This is an optimization exercise on Yosys and OpenROAD, whose aim is small area, a short achievable clock period and few clock cycles per item, not a production implementation. Where RTL was checked, it was by simulation tests only, not by an equivalence proof against the original. No functional check of the RTL was part of run 6. Power is estimated from default activity; no workload was simulated.

`design/flow/config.mk`:
```
export PLATFORM = sky130hd
export DESIGN_NAME = call_arbiter
export DESIGN_NICKNAME = call_arbiter
export VERILOG_FILES = /design/flow/design.v
export SDC_FILE = /design/flow/constraint.sdc
export NUM_CORES = 4
export LEC_CHECK = 0
export CAP_MARGIN = 20
export CORE_MARGIN = 2
export CORE_UTILIZATION = 40
export SLEW_MARGIN = 20
```
`design/flow/constraint.sdc`:
```
create_clock -name core_clock -period 4.0 [get_ports {clk}]
set_input_delay 0.8000 -clock core_clock [delete_from_list [all_inputs] [get_ports {clk}]]
set_output_delay 0.8000 -clock core_clock [all_outputs]
set_load 0.01 [all_outputs]
```
`design/flow/design.v`:
```
`timescale 1ns/100ps
`default_nettype none
module rr_picker #(
    parameter int N = 4,
    localparam int IDX_W = (N > 1) ? $clog2(N) : 1
) (
    input  wire              clk,
    input  wire              rstn,
    input  wire  [N-1:0]     req_i,
    input  wire              advance_i,
    output logic             grant_vld_o,
    output logic [IDX_W-1:0] grant_o
);
    logic [IDX_W-1:0] ptr;
    always_comb begin
        grant_vld_o = 1'b0;
        grant_o     = '0;
        for (int i = N - 1; i >= 0; i--) begin
            if (req_i[(int'(ptr) + i) % N]) begin
                grant_vld_o = 1'b1;
                grant_o     = IDX_W'((int'(ptr) + i) % N);
            end
        end
    end
    always_ff @(posedge clk or negedge rstn) begin
        if (!rstn) begin
            ptr <= '0;
        end else if (advance_i && grant_vld_o) begin
            ptr <= (grant_o == IDX_W'(N - 1)) ? '0 : grant_o + 1'b1;
        end
    end
endmodule
`default_nettype wire
`timescale 1ns/100ps
`default_nettype none
module call_group #(
    parameter int GROUP_BASE = 0
) (
    input  wire                                  clk,
    input  wire                                  rstn,
    input  wire  [4-1:0]             call_vld_i,
    input  wire  [4*($clog2(4) + $clog2(4) + 1 + 16 + 2 * 16)-1:0]   call_req_i,
    output logic [4-1:0]             call_rdy_o,
    input  wire                                  slot_take_i,
    output logic                                 slot_vld_o,
    output logic [($clog2(8) + ($clog2(4) + $clog2(4) + 1 + 16 + 2 * 16))-1:0]                 slot_o
);
    localparam int PICK_W   = $clog2(4);
    localparam int PARENT_W = $clog2(8);
    logic [4-1:0]  buf_vld;
    logic [($clog2(4) + $clog2(4) + 1 + 16 + 2 * 16)-1:0]      buf_req [4];
    logic                      pick_vld;
    logic [PICK_W-1:0]         pick_idx;
    logic                      slot_free;
    logic                      load;
    assign call_rdy_o = ~buf_vld;
    assign slot_free = ~slot_vld_o | slot_take_i;
    assign load      = slot_free & pick_vld;
    rr_picker #(
        .N          (4)
    ) i_rr_picker (
        .clk        (clk),
        .rstn       (rstn),
        .req_i      (buf_vld),
        .advance_i  (load),
        .grant_vld_o(pick_vld),
        .grant_o    (pick_idx)
    );
    always_ff @(posedge clk or negedge rstn) begin
        if (!rstn) begin
            buf_vld <= '0;
        end else begin
            for (int p = 0; p < 4; p++) begin
                if (call_vld_i[p] && call_rdy_o[p]) begin
                    buf_vld[p] <= 1'b1;
                end else if (load && (pick_idx == PICK_W'(p))) begin
                    buf_vld[p] <= 1'b0;
                end
            end
        end
    end
    for (genvar p = 0; p < 4; p++) begin : g_buf
        always_ff @(posedge clk) begin
            if (call_vld_i[p] && call_rdy_o[p]) begin
                buf_req[p] <= call_req_i[p*($clog2(4) + $clog2(4) + 1 + 16 + 2 * 16) +: ($clog2(4) + $clog2(4) + 1 + 16 + 2 * 16)];
            end
        end
    end
    always_ff @(posedge clk or negedge rstn) begin
        if (!rstn) begin
            slot_vld_o <= 1'b0;
        end else if (slot_free) begin
            slot_vld_o <= pick_vld;
        end
    end
    always_ff @(posedge clk) begin
        if (load) begin
            slot_o <= {PARENT_W'(GROUP_BASE + int'(pick_idx)), buf_req[pick_idx]};
        end
    end
endmodule
`default_nettype wire
`timescale 1ns/100ps
`default_nettype none
module child_queue (
    input  wire                                  clk,
    input  wire                                  rstn,
    input  wire                                  push_i,
    input  wire  [$clog2(4)-1:0]               push_child_i,
    input  wire  [($clog2(8) + ($clog2(4) + $clog2(4) + 1 + 16 + 2 * 16))-1:0]                 push_data_i,
    input  wire                                  pop_i,
    input  wire  [$clog2(4)-1:0]               pop_child_i,
    output logic [4-1:0]              q_nonempty_o,
    output logic [4-1:0]              q_full_o,
    output logic [4*($clog2(8) + ($clog2(4) + $clog2(4) + 1 + 16 + 2 * 16))-1:0]    head_o
);
    localparam int DEPTH = 4;
    localparam int PTR_W = (DEPTH > 1) ? $clog2(DEPTH) : 1;
    localparam int CNT_W = $clog2(DEPTH + 1);
    logic [($clog2(8) + ($clog2(4) + $clog2(4) + 1 + 16 + 2 * 16))-1:0]    mem [4][DEPTH];
    logic [PTR_W-1:0]        wr_ptr [4];
    logic [PTR_W-1:0]        rd_ptr [4];
    logic [CNT_W-1:0]        count [4];
    logic [4-1:0] push_sel;
    logic [4-1:0] pop_sel;
    function automatic logic [PTR_W-1:0] ptr_next(input logic [PTR_W-1:0] ptr);
        ptr_next = (ptr == PTR_W'(DEPTH - 1)) ? '0 : ptr + 1'b1;
    endfunction
    always_comb begin
        push_sel = '0;
        pop_sel  = '0;
        if (push_i) begin
            push_sel[push_child_i] = 1'b1;
        end
        if (pop_i) begin
            pop_sel[pop_child_i] = 1'b1;
        end
    end
    always_ff @(posedge clk or negedge rstn) begin
        if (!rstn) begin
            for (int c = 0; c < 4; c++) begin
                wr_ptr[c] <= '0;
                rd_ptr[c] <= '0;
                count[c]  <= '0;
            end
        end else begin
            for (int c = 0; c < 4; c++) begin
                if (push_sel[c]) begin
                    wr_ptr[c] <= ptr_next(wr_ptr[c]);
                end
                if (pop_sel[c]) begin
                    rd_ptr[c] <= ptr_next(rd_ptr[c]);
                end
                count[c] <= count[c] + CNT_W'(push_sel[c]) - CNT_W'(pop_sel[c]);
            end
        end
    end
    for (genvar c = 0; c < 4; c++) begin : g_fifo
        always_ff @(posedge clk) begin
            if (push_sel[c]) begin
                mem[c][wr_ptr[c]] <= push_data_i;
            end
        end
        assign head_o[c*($clog2(8) + ($clog2(4) + $clog2(4) + 1 + 16 + 2 * 16)) +: ($clog2(8) + ($clog2(4) + $clog2(4) + 1 + 16 + 2 * 16))] = mem[c][rd_ptr[c]];
        assign q_nonempty_o[c] = (count[c] != '0);
        assign q_full_o[c]     = (count[c] == CNT_W'(DEPTH));
    end
endmodule
`default_nettype wire
`timescale 1ns/100ps
`default_nettype none
module call_dispatch (
    input  wire                                  clk,
    input  wire                                  rstn,
    input  wire  [2-1:0]                slot_vld_i,
    input  wire  [2*($clog2(8) + ($clog2(4) + $clog2(4) + 1 + 16 + 2 * 16))-1:0]      slot_i,
    output logic [2-1:0]                slot_take_o,
    input  wire  [4-1:0]              child_rdy_i,
    input  wire  [4-1:0]              q_nonempty_i,
    input  wire  [4-1:0]              q_full_i,
    input  wire  [4*($clog2(8) + ($clog2(4) + $clog2(4) + 1 + 16 + 2 * 16))-1:0]    head_i,
    output logic                                 push_o,
    output logic [$clog2(4)-1:0]               push_child_o,
    output logic [($clog2(8) + ($clog2(4) + $clog2(4) + 1 + 16 + 2 * 16))-1:0]                 push_data_o,
    output logic                                 pop_o,
    output logic [$clog2(4)-1:0]               pop_child_o,
    output logic                                 call_vld_o,
    output logic [($clog2(8) + ($clog2(4) + $clog2(4) + 1 + 16 + 2 * 16))-1:0]                 call_o
);
    localparam int GRP_W = (2 > 1) ? $clog2(2) : 1;
    logic                     deq_vld;
    logic [$clog2(4)-1:0]   deq_idx;
    logic                     grp_vld;
    logic [GRP_W-1:0]         grp_idx;
    logic [($clog2(8) + ($clog2(4) + $clog2(4) + 1 + 16 + 2 * 16))-1:0]     sel;
    logic [$clog2(4)-1:0]   sel_child;
    logic                     direct;
    rr_picker #(
        .N          (4)
    ) i_rr_deq (
        .clk        (clk),
        .rstn       (rstn),
        .req_i      (q_nonempty_i & child_rdy_i),
        .advance_i  (deq_vld),
        .grant_vld_o(deq_vld),
        .grant_o    (deq_idx)
    );
    rr_picker #(
        .N          (2)
    ) i_rr_grp (
        .clk        (clk),
        .rstn       (rstn),
        .req_i      (slot_vld_i),
        .advance_i  (grp_vld),
        .grant_vld_o(grp_vld),
        .grant_o    (grp_idx)
    );
    assign sel       = slot_i[grp_idx*($clog2(8) + ($clog2(4) + $clog2(4) + 1 + 16 + 2 * 16)) +: ($clog2(8) + ($clog2(4) + $clog2(4) + 1 + 16 + 2 * 16))];
    assign sel_child = sel[(($clog2(4) + $clog2(4) + 1 + 16 + 2 * 16) - $clog2(4)) +: $clog2(4)];
    assign pop_o        = deq_vld;
    assign pop_child_o  = deq_idx;
    assign push_child_o = sel_child;
    assign push_data_o  = sel;
    always_comb begin
        direct      = 1'b0;
        push_o      = 1'b0;
        slot_take_o = '0;
        if (grp_vld) begin
            if (!deq_vld && child_rdy_i[sel_child] && !q_nonempty_i[sel_child]) begin
                direct = 1'b1;
            end else if (!q_full_i[sel_child]) begin
                push_o = 1'b1;
            end
            slot_take_o[grp_idx] = direct | push_o;
        end
    end
    always_ff @(posedge clk or negedge rstn) begin
        if (!rstn) begin
            call_vld_o <= 1'b0;
        end else begin
            call_vld_o <= deq_vld | direct;
        end
    end
    always_ff @(posedge clk) begin
        if (deq_vld) begin
            call_o <= head_i[deq_idx*($clog2(8) + ($clog2(4) + $clog2(4) + 1 + 16 + 2 * 16)) +: ($clog2(8) + ($clog2(4) + $clog2(4) + 1 + 16 + 2 * 16))];
        end else if (direct) begin
            call_o <= sel;
        end
    end
endmodule
`default_nettype wire
`timescale 1ns/100ps
`default_nettype none
module call_arbiter (
    input  wire                                  clk,
    input  wire                                  rstn,
    input  wire  [8-1:0]               call_vld_i,
    input  wire  [8*($clog2(4) + $clog2(4) + 1 + 16 + 2 * 16)-1:0]     call_req_i,
    output logic [8-1:0]               call_rdy_o,
    input  wire  [4-1:0]              child_rdy_i,
    output logic                                 call_vld_o,
    output logic [($clog2(8) + ($clog2(4) + $clog2(4) + 1 + 16 + 2 * 16))-1:0]                 call_o
);
    logic [2-1:0]                slot_vld;
    logic [2*($clog2(8) + ($clog2(4) + $clog2(4) + 1 + 16 + 2 * 16))-1:0]      slot;
    logic [2-1:0]                slot_take;
    logic                                 push;
    logic [$clog2(4)-1:0]               push_child;
    logic [($clog2(8) + ($clog2(4) + $clog2(4) + 1 + 16 + 2 * 16))-1:0]                 push_data;
    logic                                 pop;
    logic [$clog2(4)-1:0]               pop_child;
    logic [4-1:0]              q_nonempty;
    logic [4-1:0]              q_full;
    logic [4*($clog2(8) + ($clog2(4) + $clog2(4) + 1 + 16 + 2 * 16))-1:0]    head;
    for (genvar g = 0; g < 2; g++) begin : g_group
        call_group #(
            .GROUP_BASE (g * 4)
        ) i_call_group (
            .clk        (clk),
            .rstn       (rstn),
            .call_vld_i (call_vld_i[g*4 +: 4]),
            .call_req_i (call_req_i[g*4*($clog2(4) + $clog2(4) + 1 + 16 + 2 * 16) +: 4*($clog2(4) + $clog2(4) + 1 + 16 + 2 * 16)]),
            .call_rdy_o (call_rdy_o[g*4 +: 4]),
            .slot_take_i(slot_take[g]),
            .slot_vld_o (slot_vld[g]),
            .slot_o     (slot[g*($clog2(8) + ($clog2(4) + $clog2(4) + 1 + 16 + 2 * 16)) +: ($clog2(8) + ($clog2(4) + $clog2(4) + 1 + 16 + 2 * 16))])
        );
    end
    child_queue i_child_queue (
        .clk         (clk),
        .rstn        (rstn),
        .push_i      (push),
        .push_child_i(push_child),
        .push_data_i (push_data),
        .pop_i       (pop),
        .pop_child_i (pop_child),
        .q_nonempty_o(q_nonempty),
        .q_full_o    (q_full),
        .head_o      (head)
    );
    call_dispatch i_call_dispatch (
        .clk         (clk),
        .rstn        (rstn),
        .slot_vld_i  (slot_vld),
        .slot_i      (slot),
        .slot_take_o (slot_take),
        .child_rdy_i (child_rdy_i),
        .q_nonempty_i(q_nonempty),
        .q_full_i    (q_full),
        .head_i      (head),
        .push_o      (push),
        .push_child_o(push_child),
        .push_data_o (push_data),
        .pop_o       (pop),
        .pop_child_o (pop_child),
        .call_vld_o  (call_vld_o),
        .call_o      (call_o)
    );
endmodule
`default_nettype wire
```
`design/flow/run.sh`:
```
#!/bin/bash
# synth_recipe.tcl (not shown) runs the flow's synth.tcl, then flattens the netlist and writes it again
# the make line also repeats each setting of config.mk as NAME=value (left out here)
make -C /OpenROAD-flow-scripts/flow DESIGN_CONFIG=/design/flow/config.mk WORK_HOME=/design/flow/orfs CLKGATE_MAP_FILE= SYNTH_SCRIPT=/design/flow/synth_recipe.tcl finish
```
==> results.py, run 1 <==
metrics = {
    "clock_network": {
        "clk_pin_slew_ps": 60,
        "cts-hold-fix-buffers": 0,
        "cts_tree": "yes",
        "cts_setup_buffers": 0,
        "clock_latency_ps": 790,
        "numCtsBuffers": 158,
        "cts_num_sinks": 1532,
        "root_buffer": "clkbuf_16",
        "htreeDepth": 4,
        "ctsLongestPathBuffers": 3,
        "ctsResizeCount": 0,
    },
    "worst_setup_path": {
        "r2r_setup_slack_ps": 560,
        "critPathKind": "flip-flop to flip-flop",
        "end_kind": "flip-flop",
        "timing.rr.start": "g_group[1].i_call_group.slot_vld_o",
        "r2r-end": "g_group[0].i_call_group.slot_o[32]",
        "cp_max_fo": 43,
        "critPathLaunch": "g_group[1].i_call_group.slot_vld_o",
        "start_kind": "flip-flop",
        "rr_worst_depth": 8,
        "critPathRequiredTime_ps": 4450,
        "cp.arrival_ps": 3880,
    },
    "cells_and_area": {
        "n_fill_cell": 11800,
        "fin_nets": 3900,
        "area_delta_synth_final_pct": 23.2,
        "drive_gt1_share_pct": 20.4,
    },
    "outcome": {
        "outcome": "no timing/DRC/antenna violations",
    },
    "global_route": {
        "grt_pass1_vias": 30800,
        "grt_pass1_wl_um": 218000,
        "gr-usage-all-layers_pct": 20.3,
        "grt_start_max_net_pins": 113,
        "antenna_found_initial": 16,
        "grt-ovfl-total": 0,
    },
    "floorplanning": {
        "die_y_um": 386,
        "initial_core_util_pct": 40.2,
        "core_area_um2": 145000,
        "dieArea_um2": 149000,
        "num_rows": 140,
        "die_w_um": 386,
        "top_level_ports": 503,
    },
    "power_and_ir_drop": {
        "p_switching_w": 0.0166,
        "clkPwrFrac_pct": 26.9,
        "ir_drop_mv": 0.967,
        "switching_share_pct": 31.0,
        "p_int_w": 0.0370,
        "power_leakage_nw": 24.0,
        "combPwrFrac_pct": 30.2,
        "power.density_nw_per_um2": 744,
        "p_seq_share_pct": 42.9,
    },
    "yosys": {
        "yosysTopAreaCell": "edfxtp_1",
        "synth_top_area_share_pct": 76.3,
        "syn_nets": 3257,
        "synth_cell_type_count": 61,
        "async_flop_share_pct": 3.00,
        "synth_area_leaders": "edfxtp_1 (76%), mux4_2 (8.6%), mux2i_1 (2.9%)",
        "synth_flop_cell": "edfxtp_1",
        "synth_enable_flop_cells": 1486,
        "ys.warnings.count": 11,
        "synth.cell_area_um2": 58500,
        "yosysMostFrequentCell": "edfxtp_1",
        "avgSynthCellArea_um2": 21.1,
        "ys_ff_latch": 1532,
        "netlist_instances": 2773,
        "seq_area_frac_synth_pct": 78.2,
        "synth_common_cells": "edfxtp_1 (1,486), mux4_2 (224), mux2i_1 (169)",
    },
    "sta": {
        "rsz0062_at_grt": "false",
        "setup_tns_ps": 0,
        "worst_clock_skew_ps": 29.3,
        "setup_viol": 0,
        "post-route-period-util_pct": 85.9,
        "holdWs_ps": 117,
        "drv_slew": 0,
        "slew_headroom_pct": 26.0,
        "worst_slew_pin_slew_ps": 1110,
        "max_freq_ghz": 0.291,
        "setup_ws_ps": 562,
        "fin_crit_ps": 3440,
        "hold_viol_final": 0,
    },
    "job": {
        "maxCapViolCount": 0,
    },
    "min_path": {
        "hold_path_class": "input port to asynchronous set/reset pin",
    },
    "detailed_routing": {
        "dr.pass1.iters": 9,
        "via_per_inst": 5.42,
        "avgRoutedWirePerCell_um": 27.8,
        "num_vias": 29600,
        "post-route-drc-count": 0,
        "wirelength_um": 152000,
        "drtIter0Drc": 2963,
        "ant_nets": 0,
    },
    "placed_design": {
        "port_buffers": 502,
        "dp_slack_ps": 151,
        "gp_congestion": 0.822,
        "dpl.hpwl_um": 96200,
    },
}
## worst max-delay path, stage by stage, from the launching register on
cell and delay [ps]:
dfrtp_1 590, inv_1 200, o21ai_0 230, a21oi_1 180
o2bb2ai_4 200, o31ai_2 650, o41ai_1 330, inv_2 360
buf_12 290
## per-stage QoR
step	cell area, um2	total power [W]	cells	util (%)
2_1_floorplan	58500	0.0327	2773	-
3_3_place_gp	67000	0.0397	5173	46.1
3_5_place_dp	67000	0.0399	5173	46.1
4_1_cts	72000	0.0543	5457	49.6
5_1_grt	72100	0.0561	5462	49.6
6_report	72100	0.0536	5464	49.6
## layout by cell type, fill, tap and decap left out, types with 10 or more instances in the layout
cell type | Yosys | layout
a21oi_1 | 62 | 62
a222oi_1 | 107 | 107
a31oi_1 | 10 | 10
and2_2 | 4 | 10
buf_12 | 0 | 49
buf_4 | 13 | 70
bufinv_16 | 0 | 14
clkbuf_1 | 100 | 40
clkbuf_16 | 0 | 161
clkdlybuf4s50_1 | 0 | 501
clkinv_1 | 0 | 41
clkinv_2 | 0 | 11
dfrtp_1 | 46 | 38
edfxtp_1 | 1486 | 1486
ha_1 | 42 | 34
inv_1 | 157 | 154
mux2_1 | 15 | 15
mux2_2 | 109 | 109
mux2i_1 | 169 | 169
mux4_2 | 224 | 224
nand2_1 | 16 | 15
nor2_1 | 23 | 23
o22ai_1 | 56 | 56
## metal layers
layer  track usage, %  vias up  share of wire [%]
met5                0        -              0.055
met4             6.37       12                2.6
met3             4.21      211                7.2
met2             32.9     1214                 49
met1             27.4    15400                 41
li1                 -    12800                  -
## flip-flops by register name, summed over array words and instances (netlist names)
signal / flops
i_call_dispatch.i_rr_grp.ptr: 1
g_group.i_call_group.i_rr_picker.ptr: 4
i_call_dispatch.call_vld_o: 1
i_child_queue.rd_ptr: 8
g_group.i_call_group.slot_o: 110
i_child_queue.mem: 896
g_group.i_call_group.slot_vld_o: 2
i_child_queue.count: 12
i_call_dispatch.call_o: 56
g_group.i_call_group.buf_vld: 8
i_child_queue.wr_ptr: 8
i_call_dispatch.i_rr_deq.ptr: 2
g_group.i_call_group.buf_req: 424
## cell type report
type / instances / area (um2) / share of cell area (%)
Clock inverter: 81 / 827 / 1.15
Sequential cell: 1532 / 45800 / 63.5
Tap cell: 1917 / 2400 / 3.33
Timing Repair Buffer: 621 / 6530 / 9.06
Antenna cell: 7 / 17.5 / 0.0243
Inverter: 157 / 589 / 0.818
Clock buffer: 203 / 4210 / 5.84
Multi-Input combinational cell: 946 / 11700 / 16.2
## power by group through the flow
stage                     clock, W  sequential [W]  combinational (W)
after floorplan                  0          0.0226             0.0101
after global placement           0          0.0234             0.0163
after detailed placement         0          0.0235             0.0164
after CTS                   0.0147          0.0231             0.0165
after global routing        0.0153          0.0233             0.0174
final                       0.0144          0.0230             0.0162
## worst max path at each step
stage,endpoint
CTS,g_group[0].i_call_group.slot_o[40]
finish,g_group[0].i_call_group.slot_o[32]
detailed placement,i_child_queue.count[1][2]
global placement,i_child_queue.count[1][2]
global route,g_group[0].i_call_group.slot_o[30]
floorplan,i_child_queue.mem[5][0]
## kinds of logic (layout without fill, tap and decap cells)
| logic type | after synthesis | after routing | share of synthesized area, % |
|---|---|---|---|
| flops | 1532 | 1532 | 78.2 |
| compound gates | 275 | 275 | 3.69 |
| simple gates | 100 | 100 | 0.992 |
| xor+xnor | 8 | 8 | 0.120 |
| other cells | 0 | 7 | 0 |
| mux | 517 | 517 | 13.9 |
| buf+inv | 295 | 1062 | 2.01 |
| fa+ha+maj | 46 | 46 | 1.04 |
Testbench counts, summed over its fixed seeds: cycles 3,943, calls 3,072.
==> run 2: changes to the inputs <==
==> design/flow/design.v (replaced) <==
`timescale 1ns/100ps
`default_nettype none
module call_arbiter (
    input  wire                                  clk,
    input  wire                                  rstn,
    input  wire  [8-1:0]               call_vld_i,
    input  wire  [8*($clog2(4) + $clog2(4) + 1 + 16 + 2 * 16)-1:0]     call_req_i,
    output logic [8-1:0]               call_rdy_o,
    input  wire  [4-1:0]              child_rdy_i,
    output logic                                 call_vld_o,
    output logic [($clog2(8) + ($clog2(4) + $clog2(4) + 1 + 16 + 2 * 16))-1:0]                 call_o
);
    localparam int NP = 8;
    logic [NP-1:0]          elig;
    logic [NP-1:0]          grant;
    logic [NP-1:0]          mask;
    logic [NP-1:0]          hi;
    logic [($clog2(8) + ($clog2(4) + $clog2(4) + 1 + 16 + 2 * 16))-1:0]   sel;
    always_comb begin
        for (int p = 0; p < NP; p++) begin
            elig[p] = call_vld_i[p] &
                      child_rdy_i[call_req_i[p*($clog2(4) + $clog2(4) + 1 + 16 + 2 * 16) + (($clog2(4) + $clog2(4) + 1 + 16 + 2 * 16) - $clog2(4)) +: $clog2(4)]];
        end
    end
    always_comb begin
        hi    = elig & mask;
        grant = '0;
        if (hi != '0) begin
            grant = hi & (~hi + 1'b1);
        end else begin
            grant = elig & (~elig + 1'b1);
        end
    end
    assign call_rdy_o = grant;
    always_comb begin
        sel = '0;
        for (int p = 0; p < NP; p++) begin
            sel = sel | ({($clog2(8) + ($clog2(4) + $clog2(4) + 1 + 16 + 2 * 16)){grant[p]}} &
                         {$clog2(8)'(p), call_req_i[p*($clog2(4) + $clog2(4) + 1 + 16 + 2 * 16) +: ($clog2(4) + $clog2(4) + 1 + 16 + 2 * 16)]});
        end
    end
    always_ff @(posedge clk or negedge rstn) begin
        if (!rstn) begin
            call_vld_o <= 1'b0;
            mask       <= '1;
        end else begin
            call_vld_o <= elig != '0;
            if (elig != '0) begin
                mask <= ~((grant << 1) - 1'b1);
            end
        end
    end
    always_ff @(posedge clk) begin
        call_o <= sel;
    end
endmodule
`default_nettype wire
==> run 2 against run 1 <==
Net effect: the run now fails in I/O pin placement; synthesized cell count fell by 84%; synthesized area fell by 93%.
==> results.py, run 2 <==
metrics = {
    "outcome": {
        "outcome": "aborted with a tool error",
        "lastStage": "I/O pin placement",
        "error": "[ERROR PPL-0024] Number of IO pins (503) exceeds maximum number of available positions (374). Increase the die perimeter from 421.60um to 684.08um.",
    },
    "floorplanning": {
        "die_y_um": 105,
        "die_w_um": 105,
        "initial_core_util_pct": 40.6,
        "num_rows": 37,
    },
    "yosys": {
        "synth_top_family_by_area": "compound AO/OA/AOI/OAI gates",
        "synth_simple_gate_area_share_pct": 15.5,
        "synth_enable_flop_cells": 0,
        "synth.cell_area_um2": 4110,
        "synth_top_area_share_pct": 27.3,
        "netlist_instances": 431,
        "ys.warnings.count": 1,
        "synth_cell_type_count": 56,
        "avgSynthCellArea_um2": 9.54,
        "async_flop_share_pct": 13.8,
        "synth_flop_cell": "dfxtp_1",
        "synth_common_cells": "a222oi_1 (105), nand3_1 (60), dfxtp_1 (56)",
        "synth_adder_area_share_pct": 0.304,
        "seq_area_frac_synth_pct": 33.0,
        "ys_ff_latch": 65,
        "yosysMostFrequentCell": "a222oi_1",
        "syn_nets": 870,
        "synth_area_leaders": "dfxtp_1 (27%), a222oi_1 (26%), a22oi_1 (9.7%)",
        "yosysTopAreaCell": "dfxtp_1",
        "synth_xor_xnor_area_share_pct": 0.426,
        "synth_compound_area_share_pct": 40.5,
        "muxShareOfSynthArea_pct": 4.65,
    },
}
[run 2: cell count changes after synthesis, moves of 41 or more]
cell      previous run  this run
clkbuf_1           100        18
mux2_2             109         2
mux2i_1            169         9
inv_1              157         4
o22ai_1             56         2
mux4_2             224         3
dfrtp_1             46         1
dfxtp_1              0        56
edfxtp_1          1486         0
a22oi_1              0        53
a21oi_1             62         2
ha_1                42         1
nand3_1              3        60
[run 2: kinds of logic after synthesis]
family / after synthesis
xor+xnor: 2
flops: 65
simple gates: 116
fa+ha+maj: 1
compound gates: 184
buf+inv: 48
mux: 15
Testbench counts of run 2, summed over its fixed seeds: cycles 3,319, calls 3,072.
==> run 3: changes to the inputs <==
--- a/design/flow/config.mk
+++ b/design/flow/config.mk
@@ -8,4 +8,4 @@
 export CAP_MARGIN = 20
-export CORE_MARGIN = 2
-export CORE_UTILIZATION = 40
+export CORE_AREA = 2.5 2.5 177.5 177.5
+export DIE_AREA = 0 0 180 180
 export SLEW_MARGIN = 20
==> run 3 against run 2 <==
Net effect: now clean on timing, DRC and antenna; synthesized cell count is the same; synthesized area is the same.
==> results.py, run 3 <==
metrics = {
    "sta": {
        "hold_viol_final": 0,
        "worst_clock_skew_ps": 10.0,
        "worst_slew_pin_slew_ps": 768,
        "slew_headroom_pct": 48.8,
        "drv_slew": 0,
        "post-route-period-util_pct": 97.3,
        "setup_viol": 0,
        "rsz0062_at_grt": "false",
        "max_freq_ghz": 0.257,
        "holdWs_ps": 510,
        "fin_crit_ps": 3890,
        "setup_tns_ps": 0,
        "setup_ws_ps": 107,
    },
    "global_route": {
        "grt_start_max_net_pins": 58,
        "grt-ovfl-total": 0,
        "antenna_found_initial": 5,
        "grt_pass1_wl_um": 43500,
        "grt_pass1_vias": 6901,
        "gr-usage-all-layers_pct": 17.5,
    },
    "power_and_ir_drop": {
        "power.density_nw_per_um2": 428,
        "finalPower_w": 0.00433,
        "power_leakage_nw": 3.73,
        "ir_drop_mv": 0.254,
    },
    "placed_design": {
        "gp_congestion": 0.893,
        "dp_cells": 1325,
        "dp_slack_ps": -175,
        "port_buffers": 502,
        "dpl.hpwl_um": 23100,
    },
    "worst_setup_path": {
        "cp.arrival_ps": 3090,
        "critPathRequiredTime_ps": 3200,
        "cp_max_fo": 4,
        "r2r_setup_slack_ps": 1220,
        "end_kind": "output pin",
        "critPathKind": "input port to output pin",
        "start_kind": "input port",
    },
    "yosys": {
        "ys_ff_latch": 65,
        "seq_area_frac_synth_pct": 33.0,
        "synth_flop_cell": "dfxtp_1",
        "syn_nets": 870,
        "async_flop_share_pct": 13.8,
        "yosysMostFrequentCell": "a222oi_1",
        "synth_enable_flop_cells": 0,
        "synth.cell_area_um2": 4110,
        "synth_area_leaders": "dfxtp_1 (27%), a222oi_1 (26%), a22oi_1 (9.7%)",
        "yosysTopAreaCell": "dfxtp_1",
        "avgSynthCellArea_um2": 9.54,
        "synth_common_cells": "a222oi_1 (105), nand3_1 (60), dfxtp_1 (56)",
        "ys.warnings.count": 1,
        "synth_top_area_share_pct": 27.3,
        "synth_cell_type_count": 56,
        "netlist_instances": 431,
    },
    "cells_and_area": {
        "largest_reg_flops": 56,
        "n_fill_cell": 3133,
        "area_delta_synth_final_pct": 146,
        "mostFrequentLayoutCells": "clkdlybuf4s50_1 (494), a222oi_1 (105), nand3_1 (60), dfxtp_1 (56), a22oi_1 (53)",
        "final_common_cell": "clkdlybuf4s50_1",
        "final_cells": 1351,
        "final-seq-area_um2": 1360,
        "multi_input_comb_area_um2": 2580,
        "drive_gt1_share_pct": 9.48,
        "fin_nets": 1383,
    },
    "outcome": {
        "outcome": "no timing/DRC/antenna violations",
    },
    "clock_network": {
        "clk_pin_slew_ps": 60,
        "clock_latency_ps": 340,
        "cts_tree": "yes",
        "htreeDepth": 3,
        "cts_num_sinks": 65,
        "root_buffer": "clkbuf_16",
        "cts-hold-fix-buffers": 0,
        "ctsLongestPathBuffers": 2,
        "numCtsBuffers": 9,
    },
    "floorplanning": {
        "initial_core_util_pct": 13.6,
        "top_level_ports": 503,
        "core_area_um2": 30300,
        "num_rows": 64,
        "die_w_um": 180,
        "dieArea_um2": 32400,
        "die_y_um": 180,
    },
    "job": {
        "maxCapViolCount": 0,
    },
    "detailed_routing": {
        "avgRoutedWirePerCell_um": 22.0,
        "wirelength_um": 29700,
        "num_vias": 6610,
        "drtIter0Drc": 896,
        "post-route-drc-count": 0,
        "via_per_inst": 4.89,
        "ant_nets": 0,
        "dr.pass1.iters": 7,
    },
    "min_path": {
        "hold_path_class": "flip-flop to flip-flop",
    },
}
==> run 3: cell counts after synthesis <==
No cell type changed its count.
==> run 3: layout make-up <==
| class | count | share of cell area [%] |
|---|---|---|
| inverter | 4 | 0.148 |
| sequential | 65 | 13.4 |
| clock inverter | 5 | 0.544 |
| tap | 396 | 4.90 |
| clock buffer | 11 | 2.40 |
| antenna | 6 | 0.148 |
| multi-input combinational | 318 | 25.5 |
| timing repair buffer | 546 | 52.9 |
==> run 3: what timing repair did <==
action | CTS | global route
endpoints found under the setup margin | 7 | 1
resized for setup | 10 | 3
pin swaps | 1 | 0
buffers inserted | 4 | 0
==> run 3: per-stage QoR <==
stage          utilization [%]  area (um2)
2_1_floorplan                -        4110
3_3_place_gp              32.1        9750
3_5_place_dp              32.1        9750
4_1_cts                   33.2       10100
5_1_grt                   33.3       10100
6_report                  33.3       10100
==> run 3: cell families after synthesis <==
group           count (synthesis)  synth area share [%]
compound gates                184                  40.5
xor+xnor                        2                 0.426
fa+ha+maj                       1                 0.304
buf+inv                        48                  5.66
flops                          65                  33.0
mux                            15                  4.65
simple gates                  116                  15.5
==> run 3: power by group <==
group,internal [W],switching [W],total (W)
sequential,0.000987,0.000123,0.00111
clock,0.000499,0.000347,0.000846
combinational,0.00132,0.00105,0.00237
total,0.00280,0.00152,0.00433
==> run 3: worst paths after layout <==
path,from,endpoint,cells after the start
hold / removal,mask[1],mask[1],2
min in group asynchronous,rstn,call_vld_o,1
max in group asynchronous,rstn,mask[0],1
hold reg to reg,mask[1],mask[1],2
setup reg to reg,mask[6],mask[7],11
setup / recovery,call_req_i[210],call_rdy_o[2],8
==> run 3: routing by layer <==
metal  global-route usage (%)  vias to the layer above  wire length (um)
li1                         -                     2973                 -
met1                     20.8                     3145             11600
met2                     29.3                      433             14200
met3                     4.62                       59              2710
met4                     8.41                        0              1160
met5                        0                        -                 0
==> run 3: critical path: stages <==
cell,delay (ps)
clkdlybuf4s50_1,500
mux4_2,510
and2_4,200
a22oi_4,220
buf_4,160
nand4_1,170
a21oi_4,200
dlygate4sd2_1,310
==> run 4: changes to the inputs <==
--- a/design/flow/config.mk
+++ b/design/flow/config.mk
@@ -7,2 +7,3 @@
 export LEC_CHECK = 0
+export ABC_CLOCK_PERIOD_IN_PS = 2000
 export CAP_MARGIN = 20
@@ -10,2 +11,3 @@
 export DIE_AREA = 0 0 180 180
+export SETUP_SLACK_MARGIN = 1.5
 export SLEW_MARGIN = 20
==> run 4 against run 3 <==
Net effect: die area is the same; clock skew up 7.8 ps; sequential share of layout area is 1.6 points lower; combinational power is 27% higher; routed wire length grew 26%; critical endpoint unchanged; highest routed layer is now met5; sequential cell count is the same; largest cell class unchanged; register-to-register slack got worse by 110 ps; first-iteration DRC count grew 9.4%.
==> results.py, run 4 <==
metrics = {
    "detailed_routing": {
        "wirelength_um": 37400,
        "via_per_inst": 5.01,
        "post-route-drc-count": 0,
        "drtIter0Drc": 980,
        "num_vias": 7040,
        "avgRoutedWirePerCell_um": 26.6,
        "ant_nets": 0,
        "dr.pass1.iters": 9,
    },
    "placed_design": {
        "dpl_cell_area_um2": 9740,
        "dp_cells": 1323,
        "dpl.hpwl_um": 23500,
        "port_buffers": 502,
        "gp_congestion": 0.922,
    },
    "sta": {
        "max_freq_ghz": 0.300,
        "setup_viol": 0,
        "worst_slew_pin_slew_ps": 480,
        "hold_viol_final": 0,
        "drv_slew": 0,
        "holdWs_ps": 516,
        "rsz0062_at_grt": "true",
        "slew_headroom_pct": 67.9,
        "worst_clock_skew_ps": 17.8,
        "post-route-period-util_pct": 83.2,
        "fin_crit_ps": 3330,
    },
    "yosys": {
        "synth_common_cells": "a222oi_1 (105), nand3_1 (60), dfxtp_1 (56)",
        "ys_ff_latch": 65,
        "syn_nets": 870,
        "synth_cell_type_count": 56,
        "synth_enable_flop_cells": 0,
        "seq_area_frac_synth_pct": 33.0,
        "async_flop_share_pct": 13.8,
        "netlist_instances": 431,
        "avgSynthCellArea_um2": 9.54,
        "yosysMostFrequentCell": "a222oi_1",
        "ys.warnings.count": 1,
        "yosysTopAreaCell": "dfxtp_1",
        "synth_area_leaders": "dfxtp_1 (27%), a222oi_1 (26%), a22oi_1 (9.7%)",
        "synth_top_area_share_pct": 27.3,
        "synth_flop_cell": "dfxtp_1",
        "synth.cell_area_um2": 4110,
    },
    "floorplanning": {
        "initial_core_util_pct": 13.6,
        "die_w_um": 180,
        "dieArea_um2": 32400,
        "top_level_ports": 503,
        "num_rows": 64,
        "die_y_um": 180,
        "core_area_um2": 30300,
    },
    "worst_setup_path": {
        "cp_max_fo": 4,
        "critPathRequiredTime_ps": 3200,
        "r2r-end": "call_o[15]",
        "end_kind": "output pin",
        "cp.arrival_ps": 2530,
        "critPathKind": "input port to output pin",
        "rr_worst_depth": 13,
        "r2r_setup_slack_ps": 1110,
        "start_kind": "input port",
        "timing.rr.start": "mask[6]",
    },
    "clock_network": {
        "cts_num_sinks": 65,
        "ctsLongestPathBuffers": 2,
        "htreeDepth": 3,
        "clock_latency_ps": 350,
        "cts-hold-fix-buffers": 0,
        "cts_tree": "yes",
        "clk_pin_slew_ps": 50,
        "numCtsBuffers": 9,
        "root_buffer": "clkbuf_16",
    },
    "cells_and_area": {
        "n_fill_cell": 3007,
        "largest_reg_flops": 56,
        "final_common_cell": "clkdlybuf4s50_1",
        "area_delta_synth_final_pct": 179,
        "fin_nets": 1440,
        "drive_gt1_share_pct": 20.0,
        "final_cells": 1406,
        "utilization_pct": 37.8,
        "stdcell_area_um2": 11500,
        "mostFrequentLayoutCells": "clkdlybuf4s50_1 (467), a222oi_1 (105), nand3_1 (56), dfxtp_1 (56), a22oi_1 (52)",
    },
    "global_route": {
        "grt_start_max_net_pins": 55,
        "antenna_found_initial": 5,
        "gr-usage-all-layers_pct": 19.9,
        "grt_pass1_vias": 7139,
        "grt_pass1_wl_um": 47800,
        "grt-ovfl-total": 0,
    },
    "min_path": {
        "min-delay-start": "mask[1]",
        "hold_end": "mask[1]",
        "hold_depth": 2,
        "hold_path_class": "flip-flop to flip-flop",
    },
    "outcome": {
        "outcome": "no timing/DRC/antenna violations",
    },
    "power_and_ir_drop": {
        "power.density_nw_per_um2": 436,
        "finalPower_w": 0.00500,
        "ir_drop_mv": 0.193,
        "power_leakage_nw": 4.32,
    },
    "job": {
        "maxCapViolCount": 0,
    },
}
-- run 4: routing by layer --
layer / track usage (%) / up-vias / share of wire (%)
li1: - / 3110 / -
met1: 24.0 / 3401 / 40
met2: 34.0 / 472 / 48
met3: 4.96 / 55 / 8.7
met4: 8.13 / 2 / 2.8
met5: 0 / - / 0.027
-- run 4: timing repair --
| action | 4_1_cts | 5_1_grt |
|---|---|---|
| setup buffers | 26 | 18 |
| cloned | 8 | 11 |
| setup endpoints to repair | 73 | 70 |
| hold endpoints to repair | 0 | 0 |
| gates resized for setup | 192 | 80 |
| pin swaps | 70 | 75 |
-- run 4: how the worst max path moves through the flow --
stage	startpoint	end	slack [ps]
after global routing	child_rdy_i[3]	call_rdy_o[7]	590
after floorplan	call_req_i[210]	call_rdy_o[2]	830
final	child_rdy_i[3]	call_rdy_o[2]	670
after detailed placement	call_req_i[210]	call_rdy_o[7]	-200
after CTS	call_req_i[210]	call_rdy_o[7]	720
after global placement	call_req_i[210]	call_rdy_o[7]	-210
-- run 4: cell families after synthesis --
group / share of synthesized area, %
AO/OA/AOI/OAI: 40.5
XOR/XNOR: 0.426
adder cells (fa/ha/maj): 0.304
buffers and inverters: 5.66
flip-flops: 33.0
multiplexers: 4.65
AND/OR/NAND/NOR: 15.5
-- run 4: worst max-delay path: stages --
cell	delay, ps
buf_8	100
buf_4	150
mux4_2	520
nand3_2	110
and4_4	270
nand4_1	190
a21oi_4	260
buf_6	140
-- run 4: per-stage QoR --
stage	worst slack, ps	TNS, ps
final	671	0
after global routing	592	0
after CTS	717	0
after detailed placement	-203	-966
after global placement	-205	-684
after floorplan	826	0
-- run 4: final cells by class --
cell class	instances	area (um2)	area share, %
antenna	4	10.0	0.0874
clock buffer	13	250	2.18
tap	396	495	4.32
timing repair buffer	603	6410	56.0
inverter	4	20.0	0.175
sequential	65	1360	11.8
multi-input combinational	318	2870	25.1
clock inverter	3	40.0	0.349
-- run 4: report_power, final --
group	switching (W)	internal (W)
combinational	0.00133	0.00169
sequential	0.000149	0.000989
clock	0.000339	0.000500
total	0.00181	0.00318
==> run 5: changes to the inputs <==
==> design/flow/flow/run.sh (new file) <==
#!/bin/bash
# standard layout, but with plain buffers on the ports instead of the delay
# cells buffer_ports picks by default
set -euo pipefail
export BUFFER_PORTS_ARGS="-buffer_cell sky130_fd_sc_hd__buf_1"
bash standard.sh > flow_make.log 2>&1
==> design/flow/standard.sh (new file) <==
#!/bin/bash
# synth_recipe.tcl (not shown) runs the flow's synth.tcl, then flattens the netlist and writes it again
# the make line also repeats each setting of config.mk as NAME=value (left out here)
make -C /OpenROAD-flow-scripts/flow DESIGN_CONFIG=/design/flow/config.mk WORK_HOME=/design/flow/orfs CLKGATE_MAP_FILE= SYNTH_SCRIPT=/design/flow/synth_recipe.tcl "${@:-finish}"
removed: design/flow/run.sh
==> run 5 against run 4 <==
Net effect: non-clock buffer count is 43 lower; critical path type unchanged; critical endpoint unchanged; global-route usage down 3.5 points; die area unchanged.
==> results.py, run 5 <==
metrics = {
    "outcome": {
        "outcome": "no timing/DRC/antenna violations",
    },
    "floorplanning": {
        "die_w_um": 180,
        "die_y_um": 180,
        "num_rows": 64,
        "core_area_um2": 30300,
        "initial_core_util_pct": 13.6,
        "dieArea_um2": 32400,
        "top_level_ports": 503,
    },
    "global_route": {
        "gr-usage-all-layers_pct": 16.5,
        "grt_pass1_vias": 6527,
        "grt_start_max_net_pins": 58,
        "grt-ovfl-total": 0,
        "grt_pass1_wl_um": 40700,
        "antenna_found_initial": 1,
    },
    "yosys": {
        "ys.warnings.count": 1,
        "synth.cell_area_um2": 4110,
        "synth_common_cells": "a222oi_1 (105), nand3_1 (60), dfxtp_1 (56)",
        "synth_area_leaders": "dfxtp_1 (27%), a222oi_1 (26%), a22oi_1 (9.7%)",
        "async_flop_share_pct": 13.8,
        "synth_top_area_share_pct": 27.3,
        "syn_nets": 870,
        "yosysTopAreaCell": "dfxtp_1",
        "netlist_instances": 431,
        "synth_enable_flop_cells": 0,
        "yosysMostFrequentCell": "a222oi_1",
        "ys_ff_latch": 65,
        "synth_cell_type_count": 56,
        "seq_area_frac_synth_pct": 33.0,
        "synth_flop_cell": "dfxtp_1",
        "avgSynthCellArea_um2": 9.54,
    },
    "detailed_routing": {
        "post-route-drc-count": 0,
        "dr.pass1.iters": 9,
        "wirelength_um": 31100,
        "ant_nets": 0,
        "num_vias": 6912,
        "via_per_inst": 5.08,
        "avgRoutedWirePerCell_um": 22.9,
        "drtIter0Drc": 1124,
    },
    "sta": {
        "post-route-period-util_pct": 82.5,
        "max_freq_ghz": 0.303,
        "setup_viol": 0,
        "drv_slew": 0,
        "worst_slew_pin_slew_ps": 614,
        "fin_crit_ps": 3300,
        "rsz0062_at_grt": "true",
        "slew_headroom_pct": 59.1,
        "setup_tns_ps": 0,
        "hold_viol_final": 0,
        "worst_clock_skew_ps": 6.65,
    },
    "clock_network": {
        "clk_pin_slew_ps": 60,
        "cts_num_sinks": 65,
        "root_buffer": "clkbuf_16",
        "htreeDepth": 3,
        "numCtsBuffers": 9,
        "clock_latency_ps": 340,
        "cts-hold-fix-buffers": 0,
        "ctsLongestPathBuffers": 2,
        "cts_tree": "yes",
    },
    "worst_setup_path": {
        "critPathKind": "input port to output pin",
        "end_kind": "output pin",
        "cp.arrival_ps": 2500,
        "cp_max_fo": 4,
        "critPathRequiredTime_ps": 3200,
        "start_kind": "input port",
    },
    "cells_and_area": {
        "largest_reg_flops": 56,
        "area_delta_synth_final_pct": 86.0,
        "n_fill_cell": 3318,
        "mostFrequentLayoutCells": "buf_1 (485), a222oi_1 (105), nand3_1 (56), dfxtp_1 (56), a22oi_1 (53)",
        "fin_nets": 1397,
        "drive_gt1_share_pct": 14.6,
        "multi_input_comb_area_um2": 2790,
        "stdcell_area_um2": 7650,
        "final-seq-area_um2": 1360,
        "final_common_cell": "buf_1",
    },
    "power_and_ir_drop": {
        "switching_share_pct": 41.6,
        "p_int_w": 0.00233,
        "ir_drop_mv": 0.177,
        "power_leakage_nw": 2.60,
        "power.density_nw_per_um2": 523,
        "clkPwrFrac_pct": 20.7,
        "combPwrFrac_pct": 50.6,
        "p_switching_w": 0.00167,
        "p_seq_share_pct": 28.6,
    },
    "placed_design": {
        "dpl.hpwl_um": 21400,
        "gp_congestion": 1.02,
        "port_buffers": 502,
        "dpl_cell_area_um2": 6410,
    },
    "job": {
        "maxCapViolCount": 0,
    },
    "min_path": {
        "hold_path_class": "input port to asynchronous set/reset pin",
    },
}
run 5: cell count changes in the layout (fill, tap and decap cells not counted), sizes merged:
cell	before	now
clkbuf	27	19
clkdlybuf4s15	5	0
dlygate4sd2	5	0
buf	110	554
diode	4	1
dlymetal6s2s	2	0
clkdlybuf4s50	467	0
run 5: routing by layer:
layer,track usage (%),up-vias,share of wire [%]
met2,27.3,574,47
met5,0,-,0
li1,-,3005,-
met3,5.00,81,12
met4,5.89,0,3.6
met1,20.2,3252,38
run 5: cells by family (layout without fill, tap and decap cells):
family                     Yosys count  count (layout)  share of synthesized area (%)
AOI/OAI and AO/OA                  184             184                           40.5
other                                0               1                              0
buffers and inverters               48             580                           5.66
muxes                               15              15                           4.65
and+or+nand+nor                    116             116                           15.5
DFF                                 65              65                           33.0
adders and majority gates            1               1                          0.304
xor gates and xnor gates             2               2                          0.426
run 5: final cells by class:
cell class | count | share of cell area, %
clock inverters | 3 | 0.523
repair buffers | 560 | 35.4
flip-flops and latches | 65 | 17.7
clock buffers | 13 | 3.27
well taps | 396 | 6.48
diodes | 1 | 0.0327
inverters | 4 | 0.196
multi-input cells | 318 | 36.4
run 5: path summary, 6_finish.rpt:
check / slack (ps) / depth (start not counted) / start / endpoint
max: 700 / 8 / child_rdy_i[3] / call_rdy_o[2]
max reg2reg: 1040 / 12 / mask[6] / call_o[24]
min reg2reg: 500 / 2 / mask[1] / mask[1]
max in group asynchronous: 3230 / 1 / rstn / mask[0]
min in group core_clock: 500 / 2 / mask[1] / mask[1]
min: 410 / 1 / rstn / call_vld_o
run 5: stage by stage:
stage	hold slack (ps)	util (%)	worst slack, ps	total power (W)	instances
finish	406	25.2	698	0.00400	1360
global route	434	25.2	655	0.00421	1360
CTS	401	23.8	699	0.00381	1340
detailed placement	481	21.1	391	0.00279	1297
global placement	482	21.1	445	0.00279	1297
floorplan	459	-	826	0.00207	431
run 5: what timing repair did:
item	CTS	global route
buffers inserted	26	13
cloned	1	6
gates resized for setup	71	50
endpoints found under the setup margin	70	70
pin swaps	19	58
run 5: power groups by stage:
stage / Clock [W] / Combinational [W] / Sequential, W
final: 0.000830 / 0.00202 / 0.00115
after global placement: 0 / 0.00164 / 0.00115
after floorplan: 0 / 0.000823 / 0.00124
after CTS: 0.000860 / 0.00181 / 0.00114
after detailed placement: 0 / 0.00164 / 0.00115
after global routing: 0.000887 / 0.00215 / 0.00117
run 5: worst max-delay path, stage by stage:
cell     delay [ps]
buf_8           100
buf_4           140
mux4_2          520
nand3_2         120
and4_4          250
nand4_1         200
a21oi_4         230
buf_6           140
==> run 6: changes to the inputs <==
--- a/design/flow/design.v
+++ b/design/flow/design.v
@@ -14,5 +14,6 @@
     logic [NP-1:0]          elig;
+    logic [NP-1:0]          kill;
     logic [NP-1:0]          grant;
     logic [NP-1:0]          mask;
-    logic [NP-1:0]          hi;
+    logic [NP-1:0]          mask_next;
     logic [($clog2(8) + ($clog2(4) + $clog2(4) + 1 + 16 + 2 * 16))-1:0]   sel;
@@ -20,4 +21,5 @@
         for (int p = 0; p < NP; p++) begin
-            elig[p] = call_vld_i[p] &
-                      child_rdy_i[call_req_i[p*($clog2(4) + $clog2(4) + 1 + 16 + 2 * 16) + (($clog2(4) + $clog2(4) + 1 + 16 + 2 * 16) - $clog2(4)) +: $clog2(4)]];
+            logic [$clog2(4)-1:0] c;
+            c = call_req_i[p*($clog2(4) + $clog2(4) + 1 + 16 + 2 * 16) + (($clog2(4) + $clog2(4) + 1 + 16 + 2 * 16) - $clog2(4)) +: $clog2(4)];
+            elig[p] = call_vld_i[p] & child_rdy_i[c];
         end
@@ -25,8 +27,12 @@
     always_comb begin
-        hi    = elig & mask;
-        grant = '0;
-        if (hi != '0) begin
-            grant = hi & (~hi + 1'b1);
-        end else begin
-            grant = elig & (~elig + 1'b1);
+        for (int p = 0; p < NP; p++) begin
+            kill[p] = 1'b0;
+            for (int q = 0; q < NP; q++) begin
+                if (q < p) begin
+                    kill[p] = kill[p] | (elig[q] & ~(~mask[q] & mask[p]));
+                end else if (q > p) begin
+                    kill[p] = kill[p] | (elig[q] & mask[q] & ~mask[p]);
+                end
+            end
+            grant[p] = elig[p] & ~kill[p];
         end
@@ -34,2 +40,10 @@
     assign call_rdy_o = grant;
+    always_comb begin
+        for (int q = 0; q < NP; q++) begin
+            mask_next[q] = 1'b0;
+            for (int p = 0; p < q; p++) begin
+                mask_next[q] = mask_next[q] | grant[p];
+            end
+        end
+    end
     always_comb begin
@@ -48,3 +62,3 @@
             if (elig != '0) begin
-                mask <= ~((grant << 1) - 1'b1);
+                mask <= mask_next;
             end
--- a/design/flow/config.mk
+++ b/design/flow/config.mk
@@ -7,3 +7,3 @@
 export LEC_CHECK = 0
-export ABC_CLOCK_PERIOD_IN_PS = 2000
+export ABC_CLOCK_PERIOD_IN_PS = 1000
 export CAP_MARGIN = 20
==> run 6 against run 5 <==
Net effect: still clean; first-iteration DRC count shrank 42%; sequential cell count unchanged; non-clock buffer count rose by 38; clock skew rose by 4.7 ps; final cell count up 8.6%; global-route usage increased by 2.6 points; routed wire length up 21%.
==> results.py, run 6 <==
metrics = {
    "cells_and_area": {
        "final_common_cell": "buf_1",
        "area_delta_synth_final_pct": 97.3,
        "largest_reg_flops": 56,
        "fin_nets": 1512,
        "mostFrequentLayoutCells": "buf_1 (481), nand2_1 (70), a221oi_2 (57), dfxtp_1 (56), a22o_1 (50)",
        "final_cells": 1477,
        "drive_gt1_share_pct": 26.0,
    },
    "floorplanning": {
        "die_y_um": 180,
        "die_w_um": 180,
        "top_level_ports": 503,
        "num_rows": 64,
        "initial_core_util_pct": 15.5,
        "dieArea_um2": 32400,
        "core_area_um2": 30300,
    },
    "placed_design": {
        "port_buffers": 502,
        "dpl.hpwl_um": 23000,
        "gp_congestion": 1.01,
        "dp_slack_ps": 357,
        "dp_cells": 1383,
    },
    "worst_setup_path": {
        "r2r_setup_slack_ps": 870,
        "cp_max_fo": 5,
        "cp.arrival_ps": 2590,
        "crit_chain": "buf_12 > mux4_2 > and3_4 > or2_4 > o41ai_4 > buf_2",
        "critical_path.slowest_cell": "mux4_2",
        "rr_worst_depth": 15,
        "critPathRequiredTime_ps": 3200,
        "r2r-end": "call_o[40]",
        "end_kind": "output pin",
        "start_kind": "input port",
        "critPathKind": "input port to output pin",
        "path_buf_inv": 2,
        "timing.rr.start": "mask[1]",
        "critPathTopFamily": "multiplexers",
        "critPathMaxStageDelay_ps": 510,
        "cp.depth": 6,
    },
    "global_route": {
        "gr-usage-met3_pct": 5.31,
        "grt_pass1_vias": 7150,
        "antenna_found_initial": 3,
        "grt-ovfl-total": 0,
        "grt_start_max_net_pins": 52,
        "use_met2_pct": 30.0,
        "grt_busiest_layer": "met2",
        "gr-usage-all-layers_pct": 19.1,
        "grt_pass1_wl_um": 46100,
        "grtUsageMet1_pct": 23.6,
    },
    "power_and_ir_drop": {
        "finalPower_w": 0.00424,
        "ir_drop_mv": 0.200,
        "power_leakage_nw": 3.40,
        "power.density_nw_per_um2": 456,
    },
    "sta": {
        "fin_crit_ps": 3390,
        "worst_slew_pin_slew_ps": 634,
        "slew_headroom_pct": 57.4,
        "post-route-period-util_pct": 84.6,
        "setup_viol": 0,
        "setup_tns_ps": 0,
        "rsz0062_at_grt": "true",
        "setup_ws_ps": 614,
        "worst_clock_skew_ps": 11.3,
        "hold_viol_final": 0,
        "max_freq_ghz": 0.295,
        "drv_slew": 0,
    },
    "yosys": {
        "synth_cell_type_count": 57,
        "netlist_instances": 521,
        "synth_common_cells": "a221oi_1 (103), nand2_1 (73), dfxtp_1 (56)",
        "yosysTopAreaCell": "dfxtp_1",
        "yosysMostFrequentCell": "a221oi_1",
        "seq_area_frac_synth_pct": 28.8,
        "synth_flop_cell": "dfxtp_1",
        "ys.warnings.count": 1,
        "syn_nets": 959,
        "synth_top_area_share_pct": 23.8,
        "ys_ff_latch": 65,
        "avgSynthCellArea_um2": 9.04,
        "synth.cell_area_um2": 4710,
        "async_flop_share_pct": 13.8,
        "synth_enable_flop_cells": 0,
        "synth_area_leaders": "dfxtp_1 (24%), a221oi_1 (19%), a32o_1 (11%)",
    },
    "detailed_routing": {
        "num_vias": 7891,
        "post-route-drc-count": 0,
        "wirelength_um": 37700,
        "dr.pass1.iters": 5,
        "via_per_inst": 5.34,
        "drtIter0Drc": 657,
        "ant_nets": 0,
        "avgRoutedWirePerCell_um": 25.5,
    },
    "job": {
        "maxCapViolCount": 0,
    },
    "clock_network": {
        "htreeDepth": 3,
        "cts-hold-fix-buffers": 0,
        "clk_pin_slew_ps": 60,
        "ctsLongestPathBuffers": 2,
        "root_buffer": "clkbuf_16",
        "numCtsBuffers": 9,
        "clock_latency_ps": 350,
        "cts_num_sinks": 65,
        "cts_tree": "yes",
    },
    "outcome": {
        "outcome": "no timing/DRC/antenna violations",
    },
    "min_path": {
        "hold_path_class": "input port to asynchronous set/reset pin",
    },
}
run 6: cell count changes after synthesis, sizes merged, moves of 5 or more:
cell,delta
a221oi,+102
a222oi,-104
a22o,+51
a22oi,-53
a32o,+51
buf,+17
clkbuf,-5
nand2,+55
nand2b,+5
nand3,-51
o22ai,+5
run 6: cell families after synthesis:
| family | count (synthesis) | share of synthesized area, % |
|---|---|---|
| buffers and inverters | 59 | 7.02 |
| DFF | 65 | 28.8 |
| and+or+nand+nor | 141 | 14.4 |
| AOI/OAI and AO/OA | 240 | 46.1 |
| muxes | 16 | 3.72 |
run 6: per-stage QoR:
step / hold slack, ps / area [um2] / utilization [%]
floorplan: 473 / 4810 / -
global placement: 515 / 7050 / 23.2
detailed placement: 524 / 7050 / 23.2
CTS: 390 / 8160 / 26.9
global route: 420 / 9290 / 30.6
finish: 399 / 9290 / 30.6
run 6: worst reg2reg max path: stages, from the launching register on:
cell and delay [ps]:
dfstp_2 560, inv_1 90, o32a_1 400, buf_6 150
buf_6 110, buf_6 110, nand4b_1 170, o31ai_4 150
buf_4 170, buf_12 140, buf_16 150, buf_6 140
buf_6 120, a32o_1 210, a221oi_2 220, nand2_1 100
run 6: power by group:
part	switching, W	internal (W)
clock network	0.000326	0.000499
registers	0.000111	0.000930
logic	0.00136	0.00102
total	0.00179	0.00245
run 6: how the worst max path moves through the flow:
stage                    startpoint             to
detailed placement  call_req_i[105]  call_rdy_o[6]
global route        call_req_i[211]  call_rdy_o[7]
CTS                  child_rdy_i[3]  call_rdy_o[0]
finish               child_rdy_i[3]  call_rdy_o[0]
global placement     child_rdy_i[3]  call_rdy_o[6]
floorplan            child_rdy_i[3]  call_rdy_o[2]
run 6: final cells by class:
type / count / area (um2)
clock inverter: 3 / 40.0
multi-input combinational: 397 / 3880
tap: 396 / 495
timing repair buffer: 598 / 3250
sequential: 65 / 1360
fill: 3180 / 21100
antenna: 2 / 5.00
inverter: 3 / 11.3
clock buffer: 13 / 250
run 6: repair_timing:
item | CTS | global route
buffers inserted | 26 | 36
gates resized for setup | 96 | 156
pin swaps | 16 | 37
gates cloned | 7 | 7
setup endpoints to repair | 71 | 73
run 6: metal layers:
layer  vias to the layer above  wire, um
li1                       3347         -
met1                      3770     14500
met2                       643     17500
met3                       131      3520
met4                         0      2210
met5                         -         0

[afterwards: timing with drivers on the ports]
In the flow no input, the clock included, has a driving cell. The finished layouts below were timed again as built, in two steps.
Step 1: set_driving_cell puts a clkbuf_16 on clk and a buf_2 on each other input, an assumption about the parent block.
Step 2 adds t to the input delays and takes it off the output delays; t is the mean of the earliest and latest rising clock arrival at the registers after step 1. Input paths then give back, and output paths get back, about the clock's delay inside the block.
Slacks: no drivers / after step 1 / after step 2; pairs: no drivers / after step 1.
run | shift t [ns] | setup slack, ns | worst setup path after step 2 | cell pins on the clock port's net
run 1 | 0.855 | 0.562 / 0.562 / 0.107 | input to register | 1
run 3 | 0.380 | 0.107 / 0.080 / -0.056 | input to register | 1
run 4 | 0.384 | 0.671 / 0.631 / 0.427 | input to register | 1
run 5 | 0.383 | 0.698 / 0.650 / 0.443 | input to register | 1
run 6 | 0.388 | 0.614 / 0.564 / 0.421 | input to register | 1
With both steps, setup timing fails in run 3, where it was met with ideal ports. The setup slack of run 1, which loses most, moves by 0.000 ns with the drivers and by -0.455 ns with both steps.
